Background: an optimization exercise with open tools, aiming at small area, a short achievable clock period and few clock cycles. Do not read the settings as production practice. No functional check of the RTL was part of this run.

==> design/flow/design.v <==
`default_nettype none
package fixed_arith_pkg;
  localparam int FIX_W  = 16;
  localparam int FRAC_W = 8;
  localparam int PROD_W = 32;  
  localparam logic [31:0] REG_OP_A      = 32'h00;
  localparam logic [31:0] REG_OP_B      = 32'h04;
  localparam logic [31:0] REG_SUM       = 32'h08;
  localparam logic [31:0] REG_PROD      = 32'h0C;
  localparam logic [31:0] REG_PROD_FULL = 32'h10;
  localparam logic [1:0] RESP_OKAY = 2'b00;
  typedef logic [FIX_W-1:0] fix_t;
  typedef struct packed {
    fix_t a;  
    fix_t b;  
  } fix_operands_t;
  typedef struct packed {
    fix_t sum;
    logic overflow;  
  } add_result_t;
  typedef struct packed {
    logic [PROD_W-1:0] full;
    fix_t              product;  
    logic              overflow;
    logic              precision_lost;
  } mul_result_t;
endpackage
`default_nettype wire
`default_nettype none
`timescale 1ns/10ps
module fixed_add_unit
(
  input  logic [fixed_arith_pkg::FIX_W-1:0] a,
  input  logic [fixed_arith_pkg::FIX_W-1:0] b,
  output fixed_arith_pkg::add_result_t      add_res
);
  assign {add_res.overflow, add_res.sum} = {1'b0, a} + {1'b0, b};
endmodule
`default_nettype wire
`default_nettype none
`timescale 1ns/10ps
module fixed_mul_unit
(
  input  logic        clk,
  input  logic [15:0] a,
  input  logic [15:0] b,
  output logic [31:0] p
);
  logic bo0, bt0, bn0, bp0_0, bp0_1, bp0_2, bp0_3, bp0_4, bp0_5, bp0_6;
  logic bp0_7, bp0_8, bp0_9, bp0_10, bp0_11, bp0_12, bp0_13, bp0_14, bp0_15, bp0_16;
  logic bs0, bo1, bt1, bn1, bp1_0, bp1_1, bp1_2, bp1_3, bp1_4, bp1_5;
  logic bp1_6, bp1_7, bp1_8, bp1_9, bp1_10, bp1_11, bp1_12, bp1_13, bp1_14, bp1_15;
  logic bp1_16, bs1, bo2, bt2, bn2, bp2_0, bp2_1, bp2_2, bp2_3, bp2_4;
  logic bp2_5, bp2_6, bp2_7, bp2_8, bp2_9, bp2_10, bp2_11, bp2_12, bp2_13, bp2_14;
  logic bp2_15, bp2_16, bs2, bo3, bt3, bn3, bp3_0, bp3_1, bp3_2, bp3_3;
  logic bp3_4, bp3_5, bp3_6, bp3_7, bp3_8, bp3_9, bp3_10, bp3_11, bp3_12, bp3_13;
  logic bp3_14, bp3_15, bp3_16, bs3, bo4, bt4, bn4, bp4_0, bp4_1, bp4_2;
  logic bp4_3, bp4_4, bp4_5, bp4_6, bp4_7, bp4_8, bp4_9, bp4_10, bp4_11, bp4_12;
  logic bp4_13, bp4_14, bp4_15, bp4_16, bs4, bo5, bt5, bn5, bp5_0, bp5_1;
  logic bp5_2, bp5_3, bp5_4, bp5_5, bp5_6, bp5_7, bp5_8, bp5_9, bp5_10, bp5_11;
  logic bp5_12, bp5_13, bp5_14, bp5_15, bp5_16, bs5, bo6, bt6, bn6, bp6_0;
  logic bp6_1, bp6_2, bp6_3, bp6_4, bp6_5, bp6_6, bp6_7, bp6_8, bp6_9, bp6_10;
  logic bp6_11, bp6_12, bp6_13, bp6_14, bp6_15, bp6_16, bs6, bo7, bt7, bn7;
  logic bp7_0, bp7_1, bp7_2, bp7_3, bp7_4, bp7_5, bp7_6, bp7_7, bp7_8, bp7_9;
  logic bp7_10, bp7_11, bp7_12, bp7_13, bp7_14, bp7_15, bp7_16, bs7, bp8_0, bp8_1;
  logic bp8_2, bp8_3, bp8_4, bp8_5, bp8_6, bp8_7, bp8_8, bp8_9, bp8_10, bp8_11;
  logic bp8_12, bp8_13, bp8_14, bp8_15, hs0, hc0, hs1, hc1, fs0, fc0;
  logic hs2, hc2, fs1, fc1, hs3, hc3, fs2, fc2, fs3, fc3;
  logic hs4, hc4, fs4, fc4, fs5, fc5, hs5, hc5, fs6, fc6;
  logic fs7, fc7, fs8, fc8, fs9, fc9, fs10, fc10, fs11, fc11;
  logic fs12, fc12, fs13, fc13, fs14, fc14, fs15, fc15, fs16, fc16;
  logic fs17, fc17, fs18, fc18, fs19, fc19, hs6, hc6, fs20, fc20;
  logic fs21, fc21, fs22, fc22, hs7, hc7, fs23, fc23, hs8, hc8;
  logic hs9, hc9, hs10, hc10, fs24, fc24, hs11, hc11, fs25, fc25;
  logic hs12, hc12, fs26, fc26, fs27, fc27, fs28, fc28, fs29, fc29;
  logic fs30, fc30, fs31, fc31, fs32, fc32, fs33, fc33, fs34, fc34;
  logic fs35, fc35, fs36, fc36, fs37, fc37, fs38, fc38, fs39, fc39;
  logic fs40, fc40, fs41, fc41, fs42, fc42, fs43, fc43, fs44, fc44;
  logic fs45, fc45, fs46, fc46, fs47, fc47, fs48, fc48, fs49, fc49;
  logic fs50, fc50, fs51, fc51, fs52, fc52, fs53, fc53, fs54, fc54;
  logic fs55, fc55, fs56, fc56, fs57, fc57, fs58, fc58, hs13, hc13;
  logic fs59, fc59, hs14, hc14, hs15, hc15, hs16, hc16, fs60, fc60;
  logic fs61, fc61, fs62, fc62, fs63, fc63, fs64, fc64, fs65, fc65;
  logic fs66, fc66, fs67, fc67, fs68, fc68, fs69, fc69, fs70, fc70;
  logic fs71, fc71, fs72, fc72, fs73, fc73, fs74, fc74, fs75, fc75;
  logic fs76, fc76, fs77, fc77, fs78, fc78, fs79, fc79, fs80, fc80;
  logic fs81, fc81, fs82, fc82, fs83, fc83, hs17, hc17;
  logic [31:0] r0_q;
  logic [31:0] r1_q;
  logic [31:0] r2_q;
  logic hs18, hc18, hs19, hc19, fs84, fc84, fs85, fc85, fs86, fc86;
  logic fs87, fc87, fs88, fc88, fs89, fc89, fs90, fc90, fs91, fc91;
  logic fs92, fc92, fs93, fc93, fs94, fc94, fs95, fc95, fs96, fc96;
  logic fs97, fc97, fs98, fc98, fs99, fc99, fs100, fc100, fs101, fc101;
  logic fs102, fc102, fs103, fc103, fs104, fc104, fs105, fc105, fs106, fc106;
  logic fs107, fc107, fs108, fc108, fs109, fc109, fs110, fc110, fs111, fc111;
  logic [31:0] x, y;
  assign bo0 = b[0] ^ 1'b0;
  assign bt0 = b[1] ? ~(b[0] | 1'b0) : (b[0] & 1'b0);
  assign bn0 = b[1];
  assign bp0_0 = ((bo0 & a[0])) ^ bn0;
  assign bp0_1 = ((bo0 & a[1]) | (bt0 & a[0])) ^ bn0;
  assign bp0_2 = ((bo0 & a[2]) | (bt0 & a[1])) ^ bn0;
  assign bp0_3 = ((bo0 & a[3]) | (bt0 & a[2])) ^ bn0;
  assign bp0_4 = ((bo0 & a[4]) | (bt0 & a[3])) ^ bn0;
  assign bp0_5 = ((bo0 & a[5]) | (bt0 & a[4])) ^ bn0;
  assign bp0_6 = ((bo0 & a[6]) | (bt0 & a[5])) ^ bn0;
  assign bp0_7 = ((bo0 & a[7]) | (bt0 & a[6])) ^ bn0;
  assign bp0_8 = ((bo0 & a[8]) | (bt0 & a[7])) ^ bn0;
  assign bp0_9 = ((bo0 & a[9]) | (bt0 & a[8])) ^ bn0;
  assign bp0_10 = ((bo0 & a[10]) | (bt0 & a[9])) ^ bn0;
  assign bp0_11 = ((bo0 & a[11]) | (bt0 & a[10])) ^ bn0;
  assign bp0_12 = ((bo0 & a[12]) | (bt0 & a[11])) ^ bn0;
  assign bp0_13 = ((bo0 & a[13]) | (bt0 & a[12])) ^ bn0;
  assign bp0_14 = ((bo0 & a[14]) | (bt0 & a[13])) ^ bn0;
  assign bp0_15 = ((bo0 & a[15]) | (bt0 & a[14])) ^ bn0;
  assign bp0_16 = ((bt0 & a[15])) ^ bn0;
  assign bs0 = ~bn0;
  assign bo1 = b[2] ^ b[1];
  assign bt1 = b[3] ? ~(b[2] | b[1]) : (b[2] & b[1]);
  assign bn1 = b[3];
  assign bp1_0 = ((bo1 & a[0])) ^ bn1;
  assign bp1_1 = ((bo1 & a[1]) | (bt1 & a[0])) ^ bn1;
  assign bp1_2 = ((bo1 & a[2]) | (bt1 & a[1])) ^ bn1;
  assign bp1_3 = ((bo1 & a[3]) | (bt1 & a[2])) ^ bn1;
  assign bp1_4 = ((bo1 & a[4]) | (bt1 & a[3])) ^ bn1;
  assign bp1_5 = ((bo1 & a[5]) | (bt1 & a[4])) ^ bn1;
  assign bp1_6 = ((bo1 & a[6]) | (bt1 & a[5])) ^ bn1;
  assign bp1_7 = ((bo1 & a[7]) | (bt1 & a[6])) ^ bn1;
  assign bp1_8 = ((bo1 & a[8]) | (bt1 & a[7])) ^ bn1;
  assign bp1_9 = ((bo1 & a[9]) | (bt1 & a[8])) ^ bn1;
  assign bp1_10 = ((bo1 & a[10]) | (bt1 & a[9])) ^ bn1;
  assign bp1_11 = ((bo1 & a[11]) | (bt1 & a[10])) ^ bn1;
  assign bp1_12 = ((bo1 & a[12]) | (bt1 & a[11])) ^ bn1;
  assign bp1_13 = ((bo1 & a[13]) | (bt1 & a[12])) ^ bn1;
  assign bp1_14 = ((bo1 & a[14]) | (bt1 & a[13])) ^ bn1;
  assign bp1_15 = ((bo1 & a[15]) | (bt1 & a[14])) ^ bn1;
  assign bp1_16 = ((bt1 & a[15])) ^ bn1;
  assign bs1 = ~bn1;
  assign bo2 = b[4] ^ b[3];
  assign bt2 = b[5] ? ~(b[4] | b[3]) : (b[4] & b[3]);
  assign bn2 = b[5];
  assign bp2_0 = ((bo2 & a[0])) ^ bn2;
  assign bp2_1 = ((bo2 & a[1]) | (bt2 & a[0])) ^ bn2;
  assign bp2_2 = ((bo2 & a[2]) | (bt2 & a[1])) ^ bn2;
  assign bp2_3 = ((bo2 & a[3]) | (bt2 & a[2])) ^ bn2;
  assign bp2_4 = ((bo2 & a[4]) | (bt2 & a[3])) ^ bn2;
  assign bp2_5 = ((bo2 & a[5]) | (bt2 & a[4])) ^ bn2;
  assign bp2_6 = ((bo2 & a[6]) | (bt2 & a[5])) ^ bn2;
  assign bp2_7 = ((bo2 & a[7]) | (bt2 & a[6])) ^ bn2;
  assign bp2_8 = ((bo2 & a[8]) | (bt2 & a[7])) ^ bn2;
  assign bp2_9 = ((bo2 & a[9]) | (bt2 & a[8])) ^ bn2;
  assign bp2_10 = ((bo2 & a[10]) | (bt2 & a[9])) ^ bn2;
  assign bp2_11 = ((bo2 & a[11]) | (bt2 & a[10])) ^ bn2;
  assign bp2_12 = ((bo2 & a[12]) | (bt2 & a[11])) ^ bn2;
  assign bp2_13 = ((bo2 & a[13]) | (bt2 & a[12])) ^ bn2;
  assign bp2_14 = ((bo2 & a[14]) | (bt2 & a[13])) ^ bn2;
  assign bp2_15 = ((bo2 & a[15]) | (bt2 & a[14])) ^ bn2;
  assign bp2_16 = ((bt2 & a[15])) ^ bn2;
  assign bs2 = ~bn2;
  assign bo3 = b[6] ^ b[5];
  assign bt3 = b[7] ? ~(b[6] | b[5]) : (b[6] & b[5]);
  assign bn3 = b[7];
  assign bp3_0 = ((bo3 & a[0])) ^ bn3;
  assign bp3_1 = ((bo3 & a[1]) | (bt3 & a[0])) ^ bn3;
  assign bp3_2 = ((bo3 & a[2]) | (bt3 & a[1])) ^ bn3;
  assign bp3_3 = ((bo3 & a[3]) | (bt3 & a[2])) ^ bn3;
  assign bp3_4 = ((bo3 & a[4]) | (bt3 & a[3])) ^ bn3;
  assign bp3_5 = ((bo3 & a[5]) | (bt3 & a[4])) ^ bn3;
  assign bp3_6 = ((bo3 & a[6]) | (bt3 & a[5])) ^ bn3;
  assign bp3_7 = ((bo3 & a[7]) | (bt3 & a[6])) ^ bn3;
  assign bp3_8 = ((bo3 & a[8]) | (bt3 & a[7])) ^ bn3;
  assign bp3_9 = ((bo3 & a[9]) | (bt3 & a[8])) ^ bn3;
  assign bp3_10 = ((bo3 & a[10]) | (bt3 & a[9])) ^ bn3;
  assign bp3_11 = ((bo3 & a[11]) | (bt3 & a[10])) ^ bn3;
  assign bp3_12 = ((bo3 & a[12]) | (bt3 & a[11])) ^ bn3;
  assign bp3_13 = ((bo3 & a[13]) | (bt3 & a[12])) ^ bn3;
  assign bp3_14 = ((bo3 & a[14]) | (bt3 & a[13])) ^ bn3;
  assign bp3_15 = ((bo3 & a[15]) | (bt3 & a[14])) ^ bn3;
  assign bp3_16 = ((bt3 & a[15])) ^ bn3;
  assign bs3 = ~bn3;
  assign bo4 = b[8] ^ b[7];
  assign bt4 = b[9] ? ~(b[8] | b[7]) : (b[8] & b[7]);
  assign bn4 = b[9];
  assign bp4_0 = ((bo4 & a[0])) ^ bn4;
  assign bp4_1 = ((bo4 & a[1]) | (bt4 & a[0])) ^ bn4;
  assign bp4_2 = ((bo4 & a[2]) | (bt4 & a[1])) ^ bn4;
  assign bp4_3 = ((bo4 & a[3]) | (bt4 & a[2])) ^ bn4;
  assign bp4_4 = ((bo4 & a[4]) | (bt4 & a[3])) ^ bn4;
  assign bp4_5 = ((bo4 & a[5]) | (bt4 & a[4])) ^ bn4;
  assign bp4_6 = ((bo4 & a[6]) | (bt4 & a[5])) ^ bn4;
  assign bp4_7 = ((bo4 & a[7]) | (bt4 & a[6])) ^ bn4;
  assign bp4_8 = ((bo4 & a[8]) | (bt4 & a[7])) ^ bn4;
  assign bp4_9 = ((bo4 & a[9]) | (bt4 & a[8])) ^ bn4;
  assign bp4_10 = ((bo4 & a[10]) | (bt4 & a[9])) ^ bn4;
  assign bp4_11 = ((bo4 & a[11]) | (bt4 & a[10])) ^ bn4;
  assign bp4_12 = ((bo4 & a[12]) | (bt4 & a[11])) ^ bn4;
  assign bp4_13 = ((bo4 & a[13]) | (bt4 & a[12])) ^ bn4;
  assign bp4_14 = ((bo4 & a[14]) | (bt4 & a[13])) ^ bn4;
  assign bp4_15 = ((bo4 & a[15]) | (bt4 & a[14])) ^ bn4;
  assign bp4_16 = ((bt4 & a[15])) ^ bn4;
  assign bs4 = ~bn4;
  assign bo5 = b[10] ^ b[9];
  assign bt5 = b[11] ? ~(b[10] | b[9]) : (b[10] & b[9]);
  assign bn5 = b[11];
  assign bp5_0 = ((bo5 & a[0])) ^ bn5;
  assign bp5_1 = ((bo5 & a[1]) | (bt5 & a[0])) ^ bn5;
  assign bp5_2 = ((bo5 & a[2]) | (bt5 & a[1])) ^ bn5;
  assign bp5_3 = ((bo5 & a[3]) | (bt5 & a[2])) ^ bn5;
  assign bp5_4 = ((bo5 & a[4]) | (bt5 & a[3])) ^ bn5;
  assign bp5_5 = ((bo5 & a[5]) | (bt5 & a[4])) ^ bn5;
  assign bp5_6 = ((bo5 & a[6]) | (bt5 & a[5])) ^ bn5;
  assign bp5_7 = ((bo5 & a[7]) | (bt5 & a[6])) ^ bn5;
  assign bp5_8 = ((bo5 & a[8]) | (bt5 & a[7])) ^ bn5;
  assign bp5_9 = ((bo5 & a[9]) | (bt5 & a[8])) ^ bn5;
  assign bp5_10 = ((bo5 & a[10]) | (bt5 & a[9])) ^ bn5;
  assign bp5_11 = ((bo5 & a[11]) | (bt5 & a[10])) ^ bn5;
  assign bp5_12 = ((bo5 & a[12]) | (bt5 & a[11])) ^ bn5;
  assign bp5_13 = ((bo5 & a[13]) | (bt5 & a[12])) ^ bn5;
  assign bp5_14 = ((bo5 & a[14]) | (bt5 & a[13])) ^ bn5;
  assign bp5_15 = ((bo5 & a[15]) | (bt5 & a[14])) ^ bn5;
  assign bp5_16 = ((bt5 & a[15])) ^ bn5;
  assign bs5 = ~bn5;
  assign bo6 = b[12] ^ b[11];
  assign bt6 = b[13] ? ~(b[12] | b[11]) : (b[12] & b[11]);
  assign bn6 = b[13];
  assign bp6_0 = ((bo6 & a[0])) ^ bn6;
  assign bp6_1 = ((bo6 & a[1]) | (bt6 & a[0])) ^ bn6;
  assign bp6_2 = ((bo6 & a[2]) | (bt6 & a[1])) ^ bn6;
  assign bp6_3 = ((bo6 & a[3]) | (bt6 & a[2])) ^ bn6;
  assign bp6_4 = ((bo6 & a[4]) | (bt6 & a[3])) ^ bn6;
  assign bp6_5 = ((bo6 & a[5]) | (bt6 & a[4])) ^ bn6;
  assign bp6_6 = ((bo6 & a[6]) | (bt6 & a[5])) ^ bn6;
  assign bp6_7 = ((bo6 & a[7]) | (bt6 & a[6])) ^ bn6;
  assign bp6_8 = ((bo6 & a[8]) | (bt6 & a[7])) ^ bn6;
  assign bp6_9 = ((bo6 & a[9]) | (bt6 & a[8])) ^ bn6;
  assign bp6_10 = ((bo6 & a[10]) | (bt6 & a[9])) ^ bn6;
  assign bp6_11 = ((bo6 & a[11]) | (bt6 & a[10])) ^ bn6;
  assign bp6_12 = ((bo6 & a[12]) | (bt6 & a[11])) ^ bn6;
  assign bp6_13 = ((bo6 & a[13]) | (bt6 & a[12])) ^ bn6;
  assign bp6_14 = ((bo6 & a[14]) | (bt6 & a[13])) ^ bn6;
  assign bp6_15 = ((bo6 & a[15]) | (bt6 & a[14])) ^ bn6;
  assign bp6_16 = ((bt6 & a[15])) ^ bn6;
  assign bs6 = ~bn6;
  assign bo7 = b[14] ^ b[13];
  assign bt7 = b[15] ? ~(b[14] | b[13]) : (b[14] & b[13]);
  assign bn7 = b[15];
  assign bp7_0 = ((bo7 & a[0])) ^ bn7;
  assign bp7_1 = ((bo7 & a[1]) | (bt7 & a[0])) ^ bn7;
  assign bp7_2 = ((bo7 & a[2]) | (bt7 & a[1])) ^ bn7;
  assign bp7_3 = ((bo7 & a[3]) | (bt7 & a[2])) ^ bn7;
  assign bp7_4 = ((bo7 & a[4]) | (bt7 & a[3])) ^ bn7;
  assign bp7_5 = ((bo7 & a[5]) | (bt7 & a[4])) ^ bn7;
  assign bp7_6 = ((bo7 & a[6]) | (bt7 & a[5])) ^ bn7;
  assign bp7_7 = ((bo7 & a[7]) | (bt7 & a[6])) ^ bn7;
  assign bp7_8 = ((bo7 & a[8]) | (bt7 & a[7])) ^ bn7;
  assign bp7_9 = ((bo7 & a[9]) | (bt7 & a[8])) ^ bn7;
  assign bp7_10 = ((bo7 & a[10]) | (bt7 & a[9])) ^ bn7;
  assign bp7_11 = ((bo7 & a[11]) | (bt7 & a[10])) ^ bn7;
  assign bp7_12 = ((bo7 & a[12]) | (bt7 & a[11])) ^ bn7;
  assign bp7_13 = ((bo7 & a[13]) | (bt7 & a[12])) ^ bn7;
  assign bp7_14 = ((bo7 & a[14]) | (bt7 & a[13])) ^ bn7;
  assign bp7_15 = ((bo7 & a[15]) | (bt7 & a[14])) ^ bn7;
  assign bp7_16 = ((bt7 & a[15])) ^ bn7;
  assign bs7 = ~bn7;
  assign bp8_0 = a[0] & b[15];
  assign bp8_1 = a[1] & b[15];
  assign bp8_2 = a[2] & b[15];
  assign bp8_3 = a[3] & b[15];
  assign bp8_4 = a[4] & b[15];
  assign bp8_5 = a[5] & b[15];
  assign bp8_6 = a[6] & b[15];
  assign bp8_7 = a[7] & b[15];
  assign bp8_8 = a[8] & b[15];
  assign bp8_9 = a[9] & b[15];
  assign bp8_10 = a[10] & b[15];
  assign bp8_11 = a[11] & b[15];
  assign bp8_12 = a[12] & b[15];
  assign bp8_13 = a[13] & b[15];
  assign bp8_14 = a[14] & b[15];
  assign bp8_15 = a[15] & b[15];
  assign hs0 = bn5 ^ bp0_10;
  assign hc0 = bn5 & bp0_10;
  assign hs1 = bp0_11 ^ bp1_9;
  assign hc1 = bp0_11 & bp1_9;
  assign fs0 = bn6 ^ bp0_12 ^ bp1_10;
  assign fc0 = (bn6 & bp0_12) | (bn6 & bp1_10) | (bp0_12 & bp1_10);
  assign hs2 = bp2_8 ^ bp3_6;
  assign hc2 = bp2_8 & bp3_6;
  assign fs1 = bp0_13 ^ bp1_11 ^ bp2_9;
  assign fc1 = (bp0_13 & bp1_11) | (bp0_13 & bp2_9) | (bp1_11 & bp2_9);
  assign hs3 = bp3_7 ^ bp4_5;
  assign hc3 = bp3_7 & bp4_5;
  assign fs2 = bn7 ^ bp0_14 ^ bp1_12;
  assign fc2 = (bn7 & bp0_14) | (bn7 & bp1_12) | (bp0_14 & bp1_12);
  assign fs3 = bp2_10 ^ bp3_8 ^ bp4_6;
  assign fc3 = (bp2_10 & bp3_8) | (bp2_10 & bp4_6) | (bp3_8 & bp4_6);
  assign hs4 = bp5_4 ^ bp6_2;
  assign hc4 = bp5_4 & bp6_2;
  assign fs4 = bp0_15 ^ bp1_13 ^ bp2_11;
  assign fc4 = (bp0_15 & bp1_13) | (bp0_15 & bp2_11) | (bp1_13 & bp2_11);
  assign fs5 = bp3_9 ^ bp4_7 ^ bp5_5;
  assign fc5 = (bp3_9 & bp4_7) | (bp3_9 & bp5_5) | (bp4_7 & bp5_5);
  assign hs5 = bp6_3 ^ bp7_1;
  assign hc5 = bp6_3 & bp7_1;
  assign fs6 = bp8_0 ^ bp0_16 ^ bp1_14;
  assign fc6 = (bp8_0 & bp0_16) | (bp8_0 & bp1_14) | (bp0_16 & bp1_14);
  assign fs7 = bp2_12 ^ bp3_10 ^ bp4_8;
  assign fc7 = (bp2_12 & bp3_10) | (bp2_12 & bp4_8) | (bp3_10 & bp4_8);
  assign fs8 = bp5_6 ^ bp6_4 ^ bp7_2;
  assign fc8 = (bp5_6 & bp6_4) | (bp5_6 & bp7_2) | (bp6_4 & bp7_2);
  assign fs9 = bn0 ^ bp8_1 ^ bp1_15;
  assign fc9 = (bn0 & bp8_1) | (bn0 & bp1_15) | (bp8_1 & bp1_15);
  assign fs10 = bp2_13 ^ bp3_11 ^ bp4_9;
  assign fc10 = (bp2_13 & bp3_11) | (bp2_13 & bp4_9) | (bp3_11 & bp4_9);
  assign fs11 = bp5_7 ^ bp6_5 ^ bp7_3;
  assign fc11 = (bp5_7 & bp6_5) | (bp5_7 & bp7_3) | (bp6_5 & bp7_3);
  assign fs12 = bn0 ^ bp8_2 ^ bp1_16;
  assign fc12 = (bn0 & bp8_2) | (bn0 & bp1_16) | (bp8_2 & bp1_16);
  assign fs13 = bp2_14 ^ bp3_12 ^ bp4_10;
  assign fc13 = (bp2_14 & bp3_12) | (bp2_14 & bp4_10) | (bp3_12 & bp4_10);
  assign fs14 = bp5_8 ^ bp6_6 ^ bp7_4;
  assign fc14 = (bp5_8 & bp6_6) | (bp5_8 & bp7_4) | (bp6_6 & bp7_4);
  assign fs15 = bs0 ^ bs1 ^ bp8_3;
  assign fc15 = (bs0 & bs1) | (bs0 & bp8_3) | (bs1 & bp8_3);
  assign fs16 = bp2_15 ^ bp3_13 ^ bp4_11;
  assign fc16 = (bp2_15 & bp3_13) | (bp2_15 & bp4_11) | (bp3_13 & bp4_11);
  assign fs17 = bp5_9 ^ bp6_7 ^ bp7_5;
  assign fc17 = (bp5_9 & bp6_7) | (bp5_9 & bp7_5) | (bp6_7 & bp7_5);
  assign fs18 = 1'b1 ^ bp8_4 ^ bp2_16;
  assign fc18 = (1'b1 & bp8_4) | (1'b1 & bp2_16) | (bp8_4 & bp2_16);
  assign fs19 = bp3_14 ^ bp4_12 ^ bp5_10;
  assign fc19 = (bp3_14 & bp4_12) | (bp3_14 & bp5_10) | (bp4_12 & bp5_10);
  assign hs6 = bp6_8 ^ bp7_6;
  assign hc6 = bp6_8 & bp7_6;
  assign fs20 = bs2 ^ bp8_5 ^ bp3_15;
  assign fc20 = (bs2 & bp8_5) | (bs2 & bp3_15) | (bp8_5 & bp3_15);
  assign fs21 = bp4_13 ^ bp5_11 ^ bp6_9;
  assign fc21 = (bp4_13 & bp5_11) | (bp4_13 & bp6_9) | (bp5_11 & bp6_9);
  assign fs22 = 1'b1 ^ bp8_6 ^ bp3_16;
  assign fc22 = (1'b1 & bp8_6) | (1'b1 & bp3_16) | (bp8_6 & bp3_16);
  assign hs7 = bp4_14 ^ bp5_12;
  assign hc7 = bp4_14 & bp5_12;
  assign fs23 = bs3 ^ bp8_7 ^ bp4_15;
  assign fc23 = (bs3 & bp8_7) | (bs3 & bp4_15) | (bp8_7 & bp4_15);
  assign hs8 = 1'b1 ^ bp8_8;
  assign hc8 = 1'b1 & bp8_8;
  assign hs9 = bn3 ^ bp0_6;
  assign hc9 = bn3 & bp0_6;
  assign hs10 = bp0_7 ^ bp1_5;
  assign hc10 = bp0_7 & bp1_5;
  assign fs24 = bn4 ^ bp0_8 ^ bp1_6;
  assign fc24 = (bn4 & bp0_8) | (bn4 & bp1_6) | (bp0_8 & bp1_6);
  assign hs11 = bp2_4 ^ bp3_2;
  assign hc11 = bp2_4 & bp3_2;
  assign fs25 = bp0_9 ^ bp1_7 ^ bp2_5;
  assign fc25 = (bp0_9 & bp1_7) | (bp0_9 & bp2_5) | (bp1_7 & bp2_5);
  assign hs12 = bp3_3 ^ bp4_1;
  assign hc12 = bp3_3 & bp4_1;
  assign fs26 = bp1_8 ^ bp2_6 ^ bp3_4;
  assign fc26 = (bp1_8 & bp2_6) | (bp1_8 & bp3_4) | (bp2_6 & bp3_4);
  assign fs27 = bp4_2 ^ bp5_0 ^ hs0;
  assign fc27 = (bp4_2 & bp5_0) | (bp4_2 & hs0) | (bp5_0 & hs0);
  assign fs28 = bp2_7 ^ bp3_5 ^ bp4_3;
  assign fc28 = (bp2_7 & bp3_5) | (bp2_7 & bp4_3) | (bp3_5 & bp4_3);
  assign fs29 = bp5_1 ^ hc0 ^ hs1;
  assign fc29 = (bp5_1 & hc0) | (bp5_1 & hs1) | (hc0 & hs1);
  assign fs30 = bp4_4 ^ bp5_2 ^ bp6_0;
  assign fc30 = (bp4_4 & bp5_2) | (bp4_4 & bp6_0) | (bp5_2 & bp6_0);
  assign fs31 = hc1 ^ hs2 ^ fs0;
  assign fc31 = (hc1 & hs2) | (hc1 & fs0) | (hs2 & fs0);
  assign fs32 = bp5_3 ^ bp6_1 ^ hc2;
  assign fc32 = (bp5_3 & bp6_1) | (bp5_3 & hc2) | (bp6_1 & hc2);
  assign fs33 = hs3 ^ fc0 ^ fs1;
  assign fc33 = (hs3 & fc0) | (hs3 & fs1) | (fc0 & fs1);
  assign fs34 = bp7_0 ^ hc3 ^ hs4;
  assign fc34 = (bp7_0 & hc3) | (bp7_0 & hs4) | (hc3 & hs4);
  assign fs35 = fc1 ^ fs2 ^ fs3;
  assign fc35 = (fc1 & fs2) | (fc1 & fs3) | (fs2 & fs3);
  assign fs36 = hc4 ^ hs5 ^ fc2;
  assign fc36 = (hc4 & hs5) | (hc4 & fc2) | (hs5 & fc2);
  assign fs37 = fc3 ^ fs4 ^ fs5;
  assign fc37 = (fc3 & fs4) | (fc3 & fs5) | (fs4 & fs5);
  assign fs38 = hc5 ^ fc4 ^ fc5;
  assign fc38 = (hc5 & fc4) | (hc5 & fc5) | (fc4 & fc5);
  assign fs39 = fs6 ^ fs7 ^ fs8;
  assign fc39 = (fs6 & fs7) | (fs6 & fs8) | (fs7 & fs8);
  assign fs40 = fc6 ^ fc7 ^ fc8;
  assign fc40 = (fc6 & fc7) | (fc6 & fc8) | (fc7 & fc8);
  assign fs41 = fs9 ^ fs10 ^ fs11;
  assign fc41 = (fs9 & fs10) | (fs9 & fs11) | (fs10 & fs11);
  assign fs42 = fc9 ^ fc10 ^ fc11;
  assign fc42 = (fc9 & fc10) | (fc9 & fc11) | (fc10 & fc11);
  assign fs43 = fs12 ^ fs13 ^ fs14;
  assign fc43 = (fs12 & fs13) | (fs12 & fs14) | (fs13 & fs14);
  assign fs44 = fs15 ^ fc12 ^ fc13;
  assign fc44 = (fs15 & fc12) | (fs15 & fc13) | (fc12 & fc13);
  assign fs45 = fc14 ^ fs16 ^ fs17;
  assign fc45 = (fc14 & fs16) | (fc14 & fs17) | (fs16 & fs17);
  assign fs46 = fc15 ^ hs6 ^ fc16;
  assign fc46 = (fc15 & hs6) | (fc15 & fc16) | (hs6 & fc16);
  assign fs47 = fc17 ^ fs18 ^ fs19;
  assign fc47 = (fc17 & fs18) | (fc17 & fs19) | (fs18 & fs19);
  assign fs48 = bp7_7 ^ hc6 ^ fc18;
  assign fc48 = (bp7_7 & hc6) | (bp7_7 & fc18) | (hc6 & fc18);
  assign fs49 = fc19 ^ fs20 ^ fs21;
  assign fc49 = (fc19 & fs20) | (fc19 & fs21) | (fs20 & fs21);
  assign fs50 = bp6_10 ^ bp7_8 ^ hs7;
  assign fc50 = (bp6_10 & bp7_8) | (bp6_10 & hs7) | (bp7_8 & hs7);
  assign fs51 = fc20 ^ fc21 ^ fs22;
  assign fc51 = (fc20 & fc21) | (fc20 & fs22) | (fc21 & fs22);
  assign fs52 = bp5_13 ^ bp6_11 ^ bp7_9;
  assign fc52 = (bp5_13 & bp6_11) | (bp5_13 & bp7_9) | (bp6_11 & bp7_9);
  assign fs53 = hc7 ^ fc22 ^ fs23;
  assign fc53 = (hc7 & fc22) | (hc7 & fs23) | (fc22 & fs23);
  assign fs54 = hs8 ^ bp4_16 ^ bp5_14;
  assign fc54 = (hs8 & bp4_16) | (hs8 & bp5_14) | (bp4_16 & bp5_14);
  assign fs55 = bp6_12 ^ bp7_10 ^ fc23;
  assign fc55 = (bp6_12 & bp7_10) | (bp6_12 & fc23) | (bp7_10 & fc23);
  assign fs56 = bs4 ^ bp8_9 ^ hc8;
  assign fc56 = (bs4 & bp8_9) | (bs4 & hc8) | (bp8_9 & hc8);
  assign fs57 = bp5_15 ^ bp6_13 ^ bp7_11;
  assign fc57 = (bp5_15 & bp6_13) | (bp5_15 & bp7_11) | (bp6_13 & bp7_11);
  assign fs58 = 1'b1 ^ bp8_10 ^ bp5_16;
  assign fc58 = (1'b1 & bp8_10) | (1'b1 & bp5_16) | (bp8_10 & bp5_16);
  assign hs13 = bp6_14 ^ bp7_12;
  assign hc13 = bp6_14 & bp7_12;
  assign fs59 = bs5 ^ bp8_11 ^ bp6_15;
  assign fc59 = (bs5 & bp8_11) | (bs5 & bp6_15) | (bp8_11 & bp6_15);
  assign hs14 = 1'b1 ^ bp8_12;
  assign hc14 = 1'b1 & bp8_12;
  assign hs15 = bn2 ^ bp0_4;
  assign hc15 = bn2 & bp0_4;
  assign hs16 = bp0_5 ^ bp1_3;
  assign hc16 = bp0_5 & bp1_3;
  assign fs60 = bp1_4 ^ bp2_2 ^ bp3_0;
  assign fc60 = (bp1_4 & bp2_2) | (bp1_4 & bp3_0) | (bp2_2 & bp3_0);
  assign fs61 = bp2_3 ^ bp3_1 ^ hc9;
  assign fc61 = (bp2_3 & bp3_1) | (bp2_3 & hc9) | (bp3_1 & hc9);
  assign fs62 = bp4_0 ^ hc10 ^ hs11;
  assign fc62 = (bp4_0 & hc10) | (bp4_0 & hs11) | (hc10 & hs11);
  assign fs63 = hc11 ^ hs12 ^ fc24;
  assign fc63 = (hc11 & hs12) | (hc11 & fc24) | (hs12 & fc24);
  assign fs64 = hc12 ^ fc25 ^ fs26;
  assign fc64 = (hc12 & fc25) | (hc12 & fs26) | (fc25 & fs26);
  assign fs65 = fc26 ^ fs28 ^ fc27;
  assign fc65 = (fc26 & fs28) | (fc26 & fc27) | (fs28 & fc27);
  assign fs66 = fc28 ^ fs30 ^ fc29;
  assign fc66 = (fc28 & fs30) | (fc28 & fc29) | (fs30 & fc29);
  assign fs67 = fc30 ^ fs32 ^ fc31;
  assign fc67 = (fc30 & fs32) | (fc30 & fc31) | (fs32 & fc31);
  assign fs68 = fc32 ^ fs34 ^ fc33;
  assign fc68 = (fc32 & fs34) | (fc32 & fc33) | (fs34 & fc33);
  assign fs69 = fc34 ^ fc35 ^ fs36;
  assign fc69 = (fc34 & fc35) | (fc34 & fs36) | (fc35 & fs36);
  assign fs70 = fc36 ^ fc37 ^ fs38;
  assign fc70 = (fc36 & fc37) | (fc36 & fs38) | (fc37 & fs38);
  assign fs71 = fc38 ^ fc39 ^ fs40;
  assign fc71 = (fc38 & fc39) | (fc38 & fs40) | (fc39 & fs40);
  assign fs72 = fc40 ^ fc41 ^ fs42;
  assign fc72 = (fc40 & fc41) | (fc40 & fs42) | (fc41 & fs42);
  assign fs73 = fc42 ^ fc43 ^ fs44;
  assign fc73 = (fc42 & fc43) | (fc42 & fs44) | (fc43 & fs44);
  assign fs74 = fc44 ^ fc45 ^ fs46;
  assign fc74 = (fc44 & fc45) | (fc44 & fs46) | (fc45 & fs46);
  assign fs75 = fc46 ^ fc47 ^ fs48;
  assign fc75 = (fc46 & fc47) | (fc46 & fs48) | (fc47 & fs48);
  assign fs76 = fs50 ^ fc48 ^ fc49;
  assign fc76 = (fs50 & fc48) | (fs50 & fc49) | (fc48 & fc49);
  assign fs77 = fs52 ^ fc50 ^ fc51;
  assign fc77 = (fs52 & fc50) | (fs52 & fc51) | (fc50 & fc51);
  assign fs78 = fc52 ^ fs54 ^ fc53;
  assign fc78 = (fc52 & fs54) | (fc52 & fc53) | (fs54 & fc53);
  assign fs79 = fs56 ^ fc54 ^ fs57;
  assign fc79 = (fs56 & fc54) | (fs56 & fs57) | (fc54 & fs57);
  assign fs80 = fc56 ^ hs13 ^ fc57;
  assign fc80 = (fc56 & hs13) | (fc56 & fc57) | (hs13 & fc57);
  assign fs81 = bp7_13 ^ hc13 ^ fc58;
  assign fc81 = (bp7_13 & hc13) | (bp7_13 & fc58) | (hc13 & fc58);
  assign fs82 = hs14 ^ bp6_16 ^ bp7_14;
  assign fc82 = (hs14 & bp6_16) | (hs14 & bp7_14) | (bp6_16 & bp7_14);
  assign fs83 = bs6 ^ bp8_13 ^ hc14;
  assign fc83 = (bs6 & bp8_13) | (bs6 & hc14) | (bp8_13 & hc14);
  assign hs17 = 1'b1 ^ bp8_14;
  assign hc17 = 1'b1 & bp8_14;
  always_ff @(posedge clk)
  begin
    r0_q[0] <= bn0;
    r1_q[0] <= bp0_0;
    r0_q[1] <= bp0_1;
    r0_q[2] <= bn1;
    r1_q[2] <= bp0_2;
    r2_q[2] <= bp1_0;
    r0_q[3] <= bp0_3;
    r1_q[3] <= bp1_1;
    r0_q[4] <= bp1_2;
    r1_q[4] <= bp2_0;
    r2_q[4] <= hs15;
    r0_q[5] <= bp2_1;
    r1_q[5] <= hc15;
    r2_q[5] <= hs16;
    r0_q[6] <= hc16;
    r1_q[6] <= hs9;
    r2_q[6] <= fs60;
    r0_q[7] <= hs10;
    r1_q[7] <= fc60;
    r2_q[7] <= fs61;
    r0_q[8] <= fs24;
    r1_q[8] <= fc61;
    r2_q[8] <= fs62;
    r0_q[9] <= fs25;
    r1_q[9] <= fc62;
    r2_q[9] <= fs63;
    r0_q[10] <= fs27;
    r1_q[10] <= fc63;
    r2_q[10] <= fs64;
    r0_q[11] <= fs29;
    r1_q[11] <= fc64;
    r2_q[11] <= fs65;
    r0_q[12] <= fs31;
    r1_q[12] <= fc65;
    r2_q[12] <= fs66;
    r0_q[13] <= fs33;
    r1_q[13] <= fc66;
    r2_q[13] <= fs67;
    r0_q[14] <= fs35;
    r1_q[14] <= fc67;
    r2_q[14] <= fs68;
    r0_q[15] <= fs37;
    r1_q[15] <= fc68;
    r2_q[15] <= fs69;
    r0_q[16] <= fs39;
    r1_q[16] <= fc69;
    r2_q[16] <= fs70;
    r0_q[17] <= fs41;
    r1_q[17] <= fc70;
    r2_q[17] <= fs71;
    r0_q[18] <= fs43;
    r1_q[18] <= fc71;
    r2_q[18] <= fs72;
    r0_q[19] <= fs45;
    r1_q[19] <= fc72;
    r2_q[19] <= fs73;
    r0_q[20] <= fs47;
    r1_q[20] <= fc73;
    r2_q[20] <= fs74;
    r0_q[21] <= fs49;
    r1_q[21] <= fc74;
    r2_q[21] <= fs75;
    r0_q[22] <= fs51;
    r1_q[22] <= fc75;
    r2_q[22] <= fs76;
    r0_q[23] <= fs53;
    r1_q[23] <= fc76;
    r2_q[23] <= fs77;
    r0_q[24] <= fs55;
    r1_q[24] <= fc77;
    r2_q[24] <= fs78;
    r0_q[25] <= fc55;
    r1_q[25] <= fs79;
    r2_q[25] <= fc78;
    r0_q[26] <= fs58;
    r1_q[26] <= fc79;
    r2_q[26] <= fs80;
    r0_q[27] <= fs59;
    r1_q[27] <= fc80;
    r2_q[27] <= fs81;
    r0_q[28] <= fc59;
    r1_q[28] <= fs82;
    r2_q[28] <= fc81;
    r0_q[29] <= bp7_15;
    r1_q[29] <= fs83;
    r2_q[29] <= fc82;
    r0_q[30] <= hs17;
    r1_q[30] <= bp7_16;
    r2_q[30] <= fc83;
    r0_q[31] <= bs7;
    r1_q[31] <= bp8_15;
    r2_q[31] <= hc17;
  end
  assign r1_q[1] = 1'b0;
  assign r2_q[0] = 1'b0;
  assign r2_q[1] = 1'b0;
  assign r2_q[3] = 1'b0;
  assign hs18 = r0_q[2] ^ r1_q[2];
  assign hc18 = r0_q[2] & r1_q[2];
  assign hs19 = r0_q[3] ^ r1_q[3];
  assign hc19 = r0_q[3] & r1_q[3];
  assign fs84 = r0_q[4] ^ r1_q[4] ^ r2_q[4];
  assign fc84 = (r0_q[4] & r1_q[4]) | (r0_q[4] & r2_q[4]) | (r1_q[4] & r2_q[4]);
  assign fs85 = r0_q[5] ^ r1_q[5] ^ r2_q[5];
  assign fc85 = (r0_q[5] & r1_q[5]) | (r0_q[5] & r2_q[5]) | (r1_q[5] & r2_q[5]);
  assign fs86 = r0_q[6] ^ r1_q[6] ^ r2_q[6];
  assign fc86 = (r0_q[6] & r1_q[6]) | (r0_q[6] & r2_q[6]) | (r1_q[6] & r2_q[6]);
  assign fs87 = r0_q[7] ^ r1_q[7] ^ r2_q[7];
  assign fc87 = (r0_q[7] & r1_q[7]) | (r0_q[7] & r2_q[7]) | (r1_q[7] & r2_q[7]);
  assign fs88 = r0_q[8] ^ r1_q[8] ^ r2_q[8];
  assign fc88 = (r0_q[8] & r1_q[8]) | (r0_q[8] & r2_q[8]) | (r1_q[8] & r2_q[8]);
  assign fs89 = r0_q[9] ^ r1_q[9] ^ r2_q[9];
  assign fc89 = (r0_q[9] & r1_q[9]) | (r0_q[9] & r2_q[9]) | (r1_q[9] & r2_q[9]);
  assign fs90 = r0_q[10] ^ r1_q[10] ^ r2_q[10];
  assign fc90 = (r0_q[10] & r1_q[10]) | (r0_q[10] & r2_q[10]) | (r1_q[10] & r2_q[10]);
  assign fs91 = r0_q[11] ^ r1_q[11] ^ r2_q[11];
  assign fc91 = (r0_q[11] & r1_q[11]) | (r0_q[11] & r2_q[11]) | (r1_q[11] & r2_q[11]);
  assign fs92 = r0_q[12] ^ r1_q[12] ^ r2_q[12];
  assign fc92 = (r0_q[12] & r1_q[12]) | (r0_q[12] & r2_q[12]) | (r1_q[12] & r2_q[12]);
  assign fs93 = r0_q[13] ^ r1_q[13] ^ r2_q[13];
  assign fc93 = (r0_q[13] & r1_q[13]) | (r0_q[13] & r2_q[13]) | (r1_q[13] & r2_q[13]);
  assign fs94 = r0_q[14] ^ r1_q[14] ^ r2_q[14];
  assign fc94 = (r0_q[14] & r1_q[14]) | (r0_q[14] & r2_q[14]) | (r1_q[14] & r2_q[14]);
  assign fs95 = r0_q[15] ^ r1_q[15] ^ r2_q[15];
  assign fc95 = (r0_q[15] & r1_q[15]) | (r0_q[15] & r2_q[15]) | (r1_q[15] & r2_q[15]);
  assign fs96 = r0_q[16] ^ r1_q[16] ^ r2_q[16];
  assign fc96 = (r0_q[16] & r1_q[16]) | (r0_q[16] & r2_q[16]) | (r1_q[16] & r2_q[16]);
  assign fs97 = r0_q[17] ^ r1_q[17] ^ r2_q[17];
  assign fc97 = (r0_q[17] & r1_q[17]) | (r0_q[17] & r2_q[17]) | (r1_q[17] & r2_q[17]);
  assign fs98 = r0_q[18] ^ r1_q[18] ^ r2_q[18];
  assign fc98 = (r0_q[18] & r1_q[18]) | (r0_q[18] & r2_q[18]) | (r1_q[18] & r2_q[18]);
  assign fs99 = r0_q[19] ^ r1_q[19] ^ r2_q[19];
  assign fc99 = (r0_q[19] & r1_q[19]) | (r0_q[19] & r2_q[19]) | (r1_q[19] & r2_q[19]);
  assign fs100 = r0_q[20] ^ r1_q[20] ^ r2_q[20];
  assign fc100 = (r0_q[20] & r1_q[20]) | (r0_q[20] & r2_q[20]) | (r1_q[20] & r2_q[20]);
  assign fs101 = r0_q[21] ^ r1_q[21] ^ r2_q[21];
  assign fc101 = (r0_q[21] & r1_q[21]) | (r0_q[21] & r2_q[21]) | (r1_q[21] & r2_q[21]);
  assign fs102 = r0_q[22] ^ r1_q[22] ^ r2_q[22];
  assign fc102 = (r0_q[22] & r1_q[22]) | (r0_q[22] & r2_q[22]) | (r1_q[22] & r2_q[22]);
  assign fs103 = r0_q[23] ^ r1_q[23] ^ r2_q[23];
  assign fc103 = (r0_q[23] & r1_q[23]) | (r0_q[23] & r2_q[23]) | (r1_q[23] & r2_q[23]);
  assign fs104 = r0_q[24] ^ r1_q[24] ^ r2_q[24];
  assign fc104 = (r0_q[24] & r1_q[24]) | (r0_q[24] & r2_q[24]) | (r1_q[24] & r2_q[24]);
  assign fs105 = r0_q[25] ^ r1_q[25] ^ r2_q[25];
  assign fc105 = (r0_q[25] & r1_q[25]) | (r0_q[25] & r2_q[25]) | (r1_q[25] & r2_q[25]);
  assign fs106 = r0_q[26] ^ r1_q[26] ^ r2_q[26];
  assign fc106 = (r0_q[26] & r1_q[26]) | (r0_q[26] & r2_q[26]) | (r1_q[26] & r2_q[26]);
  assign fs107 = r0_q[27] ^ r1_q[27] ^ r2_q[27];
  assign fc107 = (r0_q[27] & r1_q[27]) | (r0_q[27] & r2_q[27]) | (r1_q[27] & r2_q[27]);
  assign fs108 = r0_q[28] ^ r1_q[28] ^ r2_q[28];
  assign fc108 = (r0_q[28] & r1_q[28]) | (r0_q[28] & r2_q[28]) | (r1_q[28] & r2_q[28]);
  assign fs109 = r0_q[29] ^ r1_q[29] ^ r2_q[29];
  assign fc109 = (r0_q[29] & r1_q[29]) | (r0_q[29] & r2_q[29]) | (r1_q[29] & r2_q[29]);
  assign fs110 = r0_q[30] ^ r1_q[30] ^ r2_q[30];
  assign fc110 = (r0_q[30] & r1_q[30]) | (r0_q[30] & r2_q[30]) | (r1_q[30] & r2_q[30]);
  assign fs111 = r0_q[31] ^ r1_q[31] ^ r2_q[31];
  assign fc111 = (r0_q[31] & r1_q[31]) | (r0_q[31] & r2_q[31]) | (r1_q[31] & r2_q[31]);
  assign x[0] = r0_q[0];
  assign y[0] = r1_q[0];
  assign x[1] = r0_q[1];
  assign y[1] = 1'b0;
  assign x[2] = r2_q[2];
  assign y[2] = hs18;
  assign x[3] = hc18;
  assign y[3] = hs19;
  assign x[4] = hc19;
  assign y[4] = fs84;
  assign x[5] = fc84;
  assign y[5] = fs85;
  assign x[6] = fc85;
  assign y[6] = fs86;
  assign x[7] = fc86;
  assign y[7] = fs87;
  assign x[8] = fc87;
  assign y[8] = fs88;
  assign x[9] = fc88;
  assign y[9] = fs89;
  assign x[10] = fc89;
  assign y[10] = fs90;
  assign x[11] = fc90;
  assign y[11] = fs91;
  assign x[12] = fc91;
  assign y[12] = fs92;
  assign x[13] = fc92;
  assign y[13] = fs93;
  assign x[14] = fc93;
  assign y[14] = fs94;
  assign x[15] = fc94;
  assign y[15] = fs95;
  assign x[16] = fc95;
  assign y[16] = fs96;
  assign x[17] = fc96;
  assign y[17] = fs97;
  assign x[18] = fc97;
  assign y[18] = fs98;
  assign x[19] = fc98;
  assign y[19] = fs99;
  assign x[20] = fc99;
  assign y[20] = fs100;
  assign x[21] = fc100;
  assign y[21] = fs101;
  assign x[22] = fc101;
  assign y[22] = fs102;
  assign x[23] = fc102;
  assign y[23] = fs103;
  assign x[24] = fc103;
  assign y[24] = fs104;
  assign x[25] = fc104;
  assign y[25] = fs105;
  assign x[26] = fc105;
  assign y[26] = fs106;
  assign x[27] = fc106;
  assign y[27] = fs107;
  assign x[28] = fc107;
  assign y[28] = fs108;
  assign x[29] = fc108;
  assign y[29] = fs109;
  assign x[30] = fc109;
  assign y[30] = fs110;
  assign x[31] = fc110;
  assign y[31] = fs111;
  assign p = x + y;
endmodule
`default_nettype wire
`default_nettype none
`timescale 1ns/10ps
module axil_fixed_regs
#(
  parameter int ADDR_W = 5
)
(
  input  logic              clk,
  input  logic              rst_n,
  input  logic [ADDR_W-1:0] awaddr,
  input  logic              awvalid,
  output logic              awready,
  input  logic [31:0]       wdata,
  input  logic [3:0]        wstrb,
  input  logic              wvalid,
  output logic              wready,
  output logic [1:0]        bresp,
  output logic              bvalid,
  input  logic              bready,
  input  logic [ADDR_W-1:0] araddr,
  input  logic              arvalid,
  output logic              arready,
  output logic [31:0]       rdata,
  output logic [1:0]        rresp,
  output logic              rvalid,
  input  logic              rready,
  output fixed_arith_pkg::fix_operands_t operands,
  input  fixed_arith_pkg::add_result_t   add_res,
  input  logic [fixed_arith_pkg::PROD_W-1:0] prod
);
  logic        wr_fire;
  logic        wr_op_a;
  logic        wr_op_b;
  logic        wr_op_q;
  logic        rd_fire;
  logic [31:0] rd_map;
  assign awready = ~bvalid;
  assign wready  = ~bvalid;
  assign wr_fire = awvalid & wvalid & ~bvalid;
  assign wr_op_a = wr_fire & (awaddr[ADDR_W-1:2] == fixed_arith_pkg::REG_OP_A[ADDR_W-1:2]);
  assign wr_op_b = wr_fire & (awaddr[ADDR_W-1:2] == fixed_arith_pkg::REG_OP_B[ADDR_W-1:2]);
  assign bresp   = fixed_arith_pkg::RESP_OKAY;
  always_ff @(posedge clk or negedge rst_n)
  begin
    if (!rst_n)
    begin
      bvalid   <= 1'b0;
      wr_op_q  <= 1'b0;
      operands <= '0;
    end
    else
    begin
      if (wr_fire)
        bvalid <= 1'b1;
      else if (bready)
        bvalid <= 1'b0;
      wr_op_q <= wr_op_a | wr_op_b;
      if (wr_op_a & wstrb[0]) operands.a[7:0]  <= wdata[7:0];
      if (wr_op_a & wstrb[1]) operands.a[15:8] <= wdata[15:8];
      if (wr_op_b & wstrb[0]) operands.b[7:0]  <= wdata[7:0];
      if (wr_op_b & wstrb[1]) operands.b[15:8] <= wdata[15:8];
    end
  end
  assign arready = ~rvalid & ~wr_op_q;
  assign rd_fire = arvalid & arready;
  assign rresp   = fixed_arith_pkg::RESP_OKAY;
  always_comb
  begin
    case (araddr[ADDR_W-1:2])
      3'd2:    rd_map = {15'd0, add_res.overflow, add_res.sum};
      3'd3:    rd_map = {14'd0, |prod[7:0], |prod[31:24], prod[23:8]};
      3'd4:    rd_map = prod;
      default: rd_map = 32'd0;  
    endcase
  end
  always_ff @(posedge clk or negedge rst_n)
  begin
    if (!rst_n)
      rvalid <= 1'b0;
    else if (rd_fire)
      rvalid <= 1'b1;
    else if (rready)
      rvalid <= 1'b0;
  end
  always_ff @(posedge clk)
  begin
    if (rd_fire)
      rdata <= rd_map;  
  end
endmodule
`default_nettype wire
`default_nettype none
`timescale 1ns/10ps
module fixed_arith_top
#(
  parameter int ADDR_W = 5
)
(
  input  logic              clk,
  input  logic              rst_n,
  input  logic [ADDR_W-1:0] awaddr,
  input  logic              awvalid,
  output logic              awready,
  input  logic [31:0]       wdata,
  input  logic [3:0]        wstrb,
  input  logic              wvalid,
  output logic              wready,
  output logic [1:0]        bresp,
  output logic              bvalid,
  input  logic              bready,
  input  logic [ADDR_W-1:0] araddr,
  input  logic              arvalid,
  output logic              arready,
  output logic [31:0]       rdata,
  output logic [1:0]        rresp,
  output logic              rvalid,
  input  logic              rready
);
  fixed_arith_pkg::fix_operands_t     operands;
  fixed_arith_pkg::add_result_t       add_res;
  logic [fixed_arith_pkg::PROD_W-1:0] prod;
  axil_fixed_regs #(
    .ADDR_W (ADDR_W)
  ) u_regs (
    .clk       (clk),
    .rst_n     (rst_n),
    .awaddr    (awaddr),
    .awvalid   (awvalid),
    .awready   (awready),
    .wdata     (wdata),
    .wstrb     (wstrb),
    .wvalid    (wvalid),
    .wready    (wready),
    .bresp     (bresp),
    .bvalid    (bvalid),
    .bready    (bready),
    .araddr    (araddr),
    .arvalid   (arvalid),
    .arready   (arready),
    .rdata     (rdata),
    .rresp     (rresp),
    .rvalid    (rvalid),
    .rready    (rready),
    .operands  (operands),
    .add_res   (add_res),
    .prod      (prod)
  );
  fixed_add_unit u_add (
    .a       (operands.a),
    .b       (operands.b),
    .add_res (add_res)
  );
  fixed_mul_unit u_mul (
    .clk (clk),
    .a   (operands.a),
    .b   (operands.b),
    .p   (prod)
  );
endmodule
`default_nettype wire
==> design/flow/run.sh <==
#!/bin/bash
# synth_recipe.tcl (not shown) runs the flow's synth.tcl, then flattens the netlist and writes it again
# the make line also repeats each setting of config.mk as NAME=value (left out here)
make -C /OpenROAD-flow-scripts/flow DESIGN_CONFIG=/design/flow/config.mk WORK_HOME=/design/flow/orfs CLKGATE_MAP_FILE= SYNTH_SCRIPT=/design/flow/synth_recipe.tcl finish
==> design/flow/config.mk <==
export PLATFORM = sky130hd
export DESIGN_NAME = fixed_arith_top
export DESIGN_NICKNAME = fixed_arith_top
export VERILOG_FILES = /design/flow/design.v
export SDC_FILE = /design/flow/constraint.sdc
export NUM_CORES = 4
export LEC_CHECK = 0
export ABC_CLOCK_PERIOD_IN_PS = 2600
export CAP_MARGIN = 20
export CORE_MARGIN = 2
export CORE_UTILIZATION = 40
export SETUP_SLACK_MARGIN = 2.9
export SLEW_MARGIN = 20
==> design/flow/constraint.sdc <==
create_clock -name core_clock -period 5.5 [get_ports {clk}]
set_input_delay 1.1000 -clock core_clock [delete_from_list [all_inputs] [get_ports {clk}]]
set_output_delay 1.1000 -clock core_clock [all_outputs]
set_load 0.01 [all_outputs]
==> run summary <==
-- cell type report --
cell class                      instances  area [um2]
Fill cell                            2598       14200
Multi-Input combinational cell        885        9930
Sequential cell                       159        3710
Timing Repair Buffer                  189        1850
Inverter                              119         508
Tap cell                              402         503
Clock buffer                           20         479
Clock inverter                         12         154
-- registers in the layout (all words and copies together), names as in the netlist --
register / cells
u_regs.rvalid: 1
u_regs.bvalid: 1
u_mul.r1_q: 31
u_regs.operands: 32
u_mul.r2_q: 29
u_regs.wr_op_q: 1
u_regs.rdata: 32
u_mul.r0_q: 32
-- logic make-up (layout without fill, tap and decap cells) --
group                      count (synthesis)  count (layout)  share of synthesized area (%)
AOI/OAI and AO/OA                        293             293                           16.6
xor gates and xnor gates                 165             165                           11.4
adders and majority gates                190             190                           25.3
buffers and inverters                    211             340                           6.90
DFF                                      159             159                           29.1
muxes                                     44              48                           3.87
other                                      1               4                         0.0297
and+or+nand+nor                          185             185                           6.74
-- what timing repair did --
item                                    CTS  global route
pin swaps                               104            86
endpoints found under the setup margin  117            99
buffers inserted                         77            26
hold endpoints to repair                  0             0
resized for setup                       209           113
cloned                                    6             0
-- cells in the final DEF (no fill, tap or decap), types with 48 or more instances in the layout --
master / netlist / final
a22oi_2: 1 / 71
buf_4: 5 / 84
clkdlybuf4s50_1: 0 / 63
dfxtp_1: 92 / 88
fa_1: 109 / 61
fa_2: 0 / 48
inv_1: 113 / 84
nand2_1: 61 / 57
nor2_1: 55 / 51
xnor2_1: 135 / 109
-- worst reg2reg max path, cell delays in order (launching register included) --
cell	delay, ns
dfxtp_2	0.33
fa_1	0.58
ha_4	0.23
buf_6	0.13
a2111oi_4	0.30
o31a_1	0.22
o21ai_2	0.09
a21oi_4	0.27
a21oi_4	0.13
buf_6	0.13
nor3_4	0.21
o2111ai_2	0.15
nor4b_4	0.31
o211ai_1	0.12
-- routing by layer --
layer	track usage, %	up-vias
met3	5.13	87
li1	-	4535
met2	36.8	395
met5	0	-
met4	9.66	0
met1	30.8	4911
-- worst max path at each step --
stage,start,end,slack (ns),cells after the start
final,u_mul.r2_q[15],u_regs.rdata[16],2.06,13
after global routing,u_mul.r2_q[15],u_regs.rdata[16],1.90,13
after CTS,u_mul.r0_q[11],u_regs.rdata[16],1.93,11
after detailed placement,u_mul.r2_q[8],u_regs.rdata[16],1.47,11
after global placement,u_mul.r2_q[8],u_regs.rdata[16],1.57,11
after floorplan,u_mul.r2_q[13],u_regs.rdata[16],2.47,12
==> flow_summary.rst <==
.. list-table::
   :header-rows: 1

   * - Metric
     - Value
   * - Top-Level Pins
     - 94
   * - #FFs+latches synth
     - 159
   * - Post-route antenna net violation count
     - 0
   * - Most frequent cells after synthesis
     - 135 x xnor2_1, 113 x inv_1, 109 x fa_1
   * - Placer's final routability congestion estimate
     - 0.830
   * - Reg-to-Reg Start
     - u_mul.r2_q[15]
   * - Cell Rows
     - 65
   * - CTS tree
     - done
   * - Final HPWL DP
     - 25600 um
   * - TNS Setup
     - 0 ns
   * - Cell count after placement
     - 1645
   * - Peak Freq
     - 0.290 GHz
   * - Routed wire length on met3
     - 2770 um
   * - DIE WIDTH
     - 182 um
   * - Total track usage
     - 23.2%
   * - Number of standard cells in the layout, taps in and fillers out
     - 1786
   * - Pre-CTS setup slack
     - 1.47 ns
   * - Share of Yosys cell area claimed by the top area cell type
     - 17.3%
   * - Category of the most critical setup path
     - register to register
   * - Slowest library cell on the worst path
     - fa_1
   * - Setup repair after global routing missed its margin
     - yes
   * - Count of max-cap constraint violations
     - 0
   * - Post-placement cell area
     - 14100 um2
   * - Worst R2R Path Depth
     - 13
   * - Hold Crit Endpoint
     - u_regs.operands[31]
   * - Share of synthesized area occupied by flip-flops and latches
     - 29.1%
   * - Capture point of the worst reg-to-reg path
     - u_regs.rdata[16]
   * - Slew at the pin closest to its max-slew limit
     - 0.801 ns
   * - Synth Instances
     - 1248
   * - CP Data Arrival Time
     - 3.62 ns
   * - CTS Buf Count
     - 17
   * - Stage delay of the slowest cell on the critical path
     - 0.57 ns
   * - Crit path cell chain
     - fa_1 > ha_4 > buf_6 > a2111oi_4 > o31a_1 > o21ai_2 > a21oi_4 > a21oi_4 > buf_6 > nor3_4 > o2111ai_2 > nor4b_4 > o211ai_1
   * - Post-detailed-route via-to-cell ratio
     - 5.56
   * - Clock-pin transition on the worst setup and hold timing paths
     - 0.07 ns
   * - Final worst path period need
     - 3.44 ns
   * - Cell type contributing the most total cell area after synthesis
     - fa_1
   * - Average footprint of a synthesized cell
     - 10.1 um2
   * - Antenna cell count
     - 0
   * - Core utilization of the finished layout
     - 54.7%
   * - Final Slew Violations
     - 0
   * - Post-route fraction of the period consumed by the critical path
     - 62.6%
   * - Relative max-transition margin
     - 46.6%
   * - CTS max path bufs
     - 2
   * - Proportion of layout cells with a drive suffix above 1
     - 38.7%
   * - Routed length on met1
     - 16500 um
   * - Most frequently used flop master after synthesis
     - dfxtp_1
   * - Antenna violations before repair
     - 0
   * - Maximum fanout count along the critical path
     - 6
   * - Detailed-routed wire length on met2
     - 17400 um
   * - Clock root buffer
     - clkbuf_16
   * - Final worst clock skew
     - 0.0127 ns
   * - Die area
     - 33000 um2
   * - Main area contributors after synthesis
     - fa_1 17%, dfxtp_1 15%, xnor2_1 9.4%
   * - Count of final setup violators
     - 0
   * - Synthesis-to-finish area growth
     - 35.7%
   * - Hold Buf Count CTS
     - 0
   * - Crit path launch type
     - register
   * - Die outline height
     - 182 um
   * - Largest delay contributor family on the critical path
     - compound AO/OA/AOI/OAI gates
   * - Register-to-register path setup slack
     - 2.06 ns
   * - Post-layout net count
     - 1614
   * - Total count of hold-check failures in the final report
     - 0
   * - Post-route setup slack
     - 2.06 ns
   * - Worst hold slack after final layout
     - 0.511 ns
   * - Top layer used by detailed routing
     - met4
   * - Via count
     - 9928
   * - Critical path capture point type
     - register
   * - Min-delay worst type
     - register to register
   * - Routed wire per std cell
     - 21.3 um
   * - Detailed Routing Iterations Pass 1
     - 5
   * - Total routed wirelength
     - 38000 um
   * - Synth Cell Area
     - 12600 um2
   * - Largest net degree at the start of global routing
     - 36
   * - Run status
     - timing/DRC/antenna clean
   * - Initial core utilization
     - 40.3%
   * - Number of enable-type register cells in the synthesized netlist
     - 32
   * - Core Area
     - 31300 um2
   * - Clk sink count
     - 159
   * - Distinct cell type count of the synthesized netlist
     - 76
   * - Maximum level of the CTS H-tree
     - 4
   * - Share of flip-flops with an asynchronous set or reset
     - 22.0%
   * - Clock latency at the later pin of the worst-skew pair
     - 0.44 ns
   * - WHS Path Cells
     - 1
   * - DRC violations left
     - 0
   * - Hold_sp
     - u_regs.operands[31]
   * - First-pass GRT wire length
     - 58400 um
   * - GRT Residual Overflow
     - 0
   * - I/O Buffers
     - 67
   * - Worst endpoint required time
     - 5.68 ns
   * - Most frequently used cell type in the post-synthesis netlist
     - xnor2_1
   * - Synth warn
     - 6
   * - Critical path buffers and inverters
     - 2
   * - 1st-iter DRT viols
     - 787
   * - Number of global-route vias before repair
     - 10199
   * - Post-route standard cell area excluding fillers
     - 17100 um2

-- what the ideal ports hide --
Ports are ideal in the flow. The routed layout listed here was re-timed in OpenROAD.
Step 1 assumes that a clkbuf_16 drives the clock port and a buf_2 every other input.
Step 2, shift: input delay + t, output delay - t, t = (earliest + latest rising clock arrival at the registers) / 2. This alone moves slack from input paths to output paths.
Three values: no drivers, after step 1, after step 2; two values: the first two.
shift t [ns]: 0.483
setup WS [ns]: 2.056 / 2.056 / 2.056
worst setup path at the end: register to register
worst register clock-pin slew, ns: 0.07 / 0.07
pins driven straight from the clock port: 1
After both steps this run still meets setup and hold. The setup slack of this run moves by 0.000 ns with the drivers and by 0.000 ns with both steps.
